Source: an optimization exercise on an open RTL-to-GDS flow (aim: small area, a short achievable clock period and few clock cycles). Production flows keep margins and buffers that such runs may drop.
The RTL was checked by simulation tests, not by an equivalence proof against the original design.
The flow treats the clock pin as an ideal source, which a real chip does not have.
Power figures rest on the tool's default switching activity, not on a simulated workload.

Setup of job 4628:
==> flow/design.v (excerpt) <==
module cpu_core (
    input  logic        clk,
    input  logic        rst,
    input  logic [15:0] instr_in,
    output logic [15:0] pc,
    output logic        dmem_req_valid,
    output logic        dmem_req_store,
    output logic [15:0] dmem_req_addr,
    output logic [15:0] dmem_req_wdata,
    input  logic        dmem_rsp_credit,
    input  logic [15:0] dmem_rsp_rdata
);
export LEC_CHECK = 0
export CAP_MARGIN = 20
export CORE_MARGIN = 2
export CORE_UTILIZATION = 50
export CTS_BUF_LIST = sky130_fd_sc_hd__clkbuf_16
export CTS_CLUSTER_DIAMETER = 120
export CTS_CLUSTER_SIZE = 25
export SLEW_MARGIN = 20
create_clock -name core_clock -period 10.0 [get_ports {clk}]
standard.sh (not shown) runs the stock make flow with config.mk's settings and CLKGATE_MAP_FILE= SYNTH_SCRIPT=/design/flow/synth_recipe.tcl, a recipe that flattens the netlist after the stock synthesis.
==> flow/flow/run.sh <==
#!/bin/bash
# Standard layout (the standard flow's synthesis, constraints and steps) with these
# changes to how it is made:
#  - port buffers are buf_1 cells instead of the default choice;
#  - up to clock-tree synthesis, timing repair aims for a setup margin of
#    M1 ns, so the resizer improves the critical paths below the 10 ns clock;
#    it repairs the worst path only (TNS_END_PERCENT 0), since only the
#    worst slack counts;
#  - after the standard post-CTS repair, flow/post_cts.tcl runs one more
#    sizing-only repair pass toward the same margin;
set -euo pipefail
M1=6.5
M2=6.1
BUF="BUFFER_PORTS_ARGS=-buffer_cell sky130_fd_sc_hd__buf_1"
HOOK="POST_CTS_TCL=$PWD/flow/post_cts.tcl"
bash standard.sh SETUP_SLACK_MARGIN=$M1 TNS_END_PERCENT=0 "$BUF" "$HOOK" cts > flow_make_1.log 2>&1
bash standard.sh SETUP_SLACK_MARGIN=$M2 TNS_END_PERCENT=0 "$BUF" finish > flow_make_2.log 2>&1
==> flow/flow/post_cts.tcl <==
# Extra sizing pass after the standard post-CTS repair: upsize and swap pins
# only, toward the same setup margin, then legalize again.
repair_timing -setup -setup_margin $::env(SETUP_SLACK_MARGIN) -repair_tns 0 -sequence sizeup,swap -verbose
detailed_placement
check_placement -verbose
Job 4628 closes out successfully: all stages finished, all timing, DRC and antenna checks passed.
Testbench counts of job 4628, summed over its fixed seeds: cycles 43,778.
Changes in job 9289 relative to job 4628:
Settings: changing CTS_BUF_LIST from sky130_fd_sc_hd__clkbuf_16 to sky130_fd_sc_hd__clkbuf_8; removing CTS_CLUSTER_DIAMETER (formerly 120); removing CTS_CLUSTER_SIZE (formerly 25).
==> flow/flow/run.sh <==
#!/bin/bash
# Standard layout (the standard flow's synthesis, constraints and steps) with these
# changes to how it is made:
#  - port buffers are buf_1 cells instead of the default choice;
#  - up to clock-tree synthesis, timing repair aims for a setup margin of
#    M1 ns, so the resizer improves the critical paths below the 10 ns clock;
#    it repairs the worst path only (TNS_END_PERCENT 0), since only the
#    worst slack counts;
set -euo pipefail
M1=6.3
M2=5.9
BUF="BUFFER_PORTS_ARGS=-buffer_cell sky130_fd_sc_hd__buf_1"
bash standard.sh SETUP_SLACK_MARGIN=$M1 TNS_END_PERCENT=0 "$BUF" cts > flow_make_1.log 2>&1
bash standard.sh SETUP_SLACK_MARGIN=$M2 TNS_END_PERCENT=0 "$BUF" RECOVER_POWER=100 finish > flow_make_2.log 2>&1
removed: flow/flow/post_cts.tcl
### Flow results
- STATUS run=job 9289 STAGES=ALL_DONE FINAL_CHECKS=FAILED CAUSE=max-capacitance violations, max-slew violations
- Job 9289 and job 4628 ended up with nearly the same post-place setup slack.
- On register-to-register slack: job 9289 sits below job 4628.
- Share of power burned in registers in job 9289 vs job 4628: down 1.7 points
- Job 9289 reports a lower met1 routing resource usage after global routing than job 4628 does.
- Between job 4628 and job 9289, logic depth of the worst setup path including buffers decreased.
- Between job 4628 and job 9289, the placed cell count figures differ only marginally.
Relative to job 9289, the following input files were edited for job 5936:
--- a/flow/flow/run.sh
+++ b/flow/flow/run.sh
@@ -12,3 +12,3 @@
 BUF="BUFFER_PORTS_ARGS=-buffer_cell sky130_fd_sc_hd__buf_1"
 bash standard.sh SETUP_SLACK_MARGIN=$M1 TNS_END_PERCENT=0 "$BUF" cts > flow_make_1.log 2>&1
-bash standard.sh SETUP_SLACK_MARGIN=$M2 TNS_END_PERCENT=0 "$BUF" RECOVER_POWER=100 finish > flow_make_2.log 2>&1
+bash standard.sh SETUP_SLACK_MARGIN=$M2 TNS_END_PERCENT=0 "$BUF" finish > flow_make_2.log 2>&1
Notes after the runs:
Job 5936 completed every stage of the flow, and the final layout passed the timing, design-rule and antenna checks.
Re minimum setup slack in the final design: job 9289 was lower than job 5936.
| internal power component | higher: job 5936 |
Going from job 9289 to job 5936, wire length on met1 grew slightly.
Between job 9289 and job 5936, the difference in clock group total power is negligible.
Relative to job 5936, the following input files were edited for job 5897:
Settings: putting CTS_CLUSTER_DIAMETER at 120 where nothing was set; swapping 50 for 45 in CORE_UTILIZATION; swapping sky130_fd_sc_hd__clkbuf_8 for sky130_fd_sc_hd__clkbuf_16 in CTS_BUF_LIST; putting CTS_CLUSTER_SIZE at 25 where nothing was set.
--- a/flow/flow/run.sh
+++ b/flow/flow/run.sh
@@ -7,8 +7,11 @@
 #    it repairs the worst path only (TNS_END_PERCENT 0), since only the
 #    worst slack counts;
+#  - after the standard post-CTS repair, flow/post_cts.tcl runs one more
+#    sizing-only repair pass toward the same margin;
 set -euo pipefail
 M1=6.3
-M2=5.9
+M2=5.95
 BUF="BUFFER_PORTS_ARGS=-buffer_cell sky130_fd_sc_hd__buf_1"
-bash standard.sh SETUP_SLACK_MARGIN=$M1 TNS_END_PERCENT=0 "$BUF" cts > flow_make_1.log 2>&1
+HOOK="POST_CTS_TCL=$PWD/flow/post_cts.tcl"
+bash standard.sh SETUP_SLACK_MARGIN=$M1 TNS_END_PERCENT=0 "$BUF" "$HOOK" cts > flow_make_1.log 2>&1
 bash standard.sh SETUP_SLACK_MARGIN=$M2 TNS_END_PERCENT=0 "$BUF" finish > flow_make_2.log 2>&1
==> flow/flow/post_cts.tcl (new file) <==
# Extra sizing pass after the standard post-CTS repair: upsize and swap pins
# only, toward the same setup margin, then legalize again.
repair_timing -setup -setup_margin $::env(SETUP_SLACK_MARGIN) -repair_tns 0 -sequence sizeup,swap -verbose
detailed_placement
check_placement -verbose
Capture point of the critical path = regs[0][15]: job 5936; capture point of the critical path = regs[7][13]: job 5897
Clock network area share: job 5897 vs job 5936 down 2.6 points
Summary — number of rows created at floorplan, job 5897 relative to job 5936: higher, by about 5%.
Job 5897 vs job 5936 — area growth from synthesis to layout dropped 1.2 points.
Job 5897 ends up with a worst-path maximum fanout that is 2 lower than in job 5936.
[compare] base=job 5936 new=job 5897: overall fraction of global-route tracks in use fell 2.2 points, maximum operating frequency fell 0.32%, global-route met1 utilization fell 4.5 points.
| via count of the first global-routing pass | job 5897 vs job 5936 | 0.74% higher |
STATUS total power: job 5897 wins against job 5936
Comparing the two runs side by side, job 5897 comes out behind job 5936 on worst setup slack.
Of job 5936 and job 5897, the run reporting the lower leakage power summed over all cells was job 5897.
The following lists how job 9614 was set up differently from job 5897:
Settings: swapping 45 for 50 in CORE_UTILIZATION.
### Flow results
- In the metrics for job 9614 and job 5897, the one carrying the higher pin count of the biggest net entering global routing is job 9614.
- Compared with job 5897, in job 9614 ratio of final minimum period to clock period decreased by 1.9 points relative to the old numbers; die area decreased by 2800 sq um relative to the old numbers; worst-case setup margin in the final layout increased by 0.19 ns relative to the old numbers.

port drivers added, routing unchanged:
In the flow no input, the clock included, has a driving cell. The finished layouts below were timed again as built, in two steps.
Step 1 (the two cells are an assumption about what drives the block):
set clk [get_ports {clk}]
set_driving_cell -lib_cell sky130_fd_sc_hd__clkbuf_16 $clk
set_driving_cell -lib_cell sky130_fd_sc_hd__buf_2 [delete_from_list [all_inputs] $clk]
Step 2 also shifts input and output timing later by t, the mid clock arrival at the registers, as if the neighbouring blocks saw the same clock.
a / b / c = ideal / step 1 / step 2; a / b = the first two.
run | t (ns) | slack for setup (ns) | hold slack, ns | clock arrival spread, ns | worst slew at a driven data input, ns
job 4628 | 0.530 | 6.160 / 6.160 / 5.829 | 0.556 / 0.556 / 0.556 | 0.031 / 0.031 | 0.06
job 9289 | 0.569 | 4.254 / 4.254 / 4.254 | 0.554 / 0.554 / 0.554 | 0.034 / 0.035 | 0.03
job 5936 | 0.567 | 5.942 / 5.942 / 5.835 | 0.555 / 0.555 / 0.555 | 0.032 / 0.031 | 0.04
job 5897 | 0.524 | 5.929 / 5.929 / 5.663 | 0.554 / 0.554 / 0.554 | 0.030 / 0.030 | 0.04
job 9614 | 0.536 | 6.115 / 6.115 / 5.816 | 0.560 / 0.560 / 0.560 | 0.044 / 0.043 | 0.04
For job 4628, which loses most, drivers alone change the setup slack by 0.000 ns; drivers and shift together by -0.331 ns.
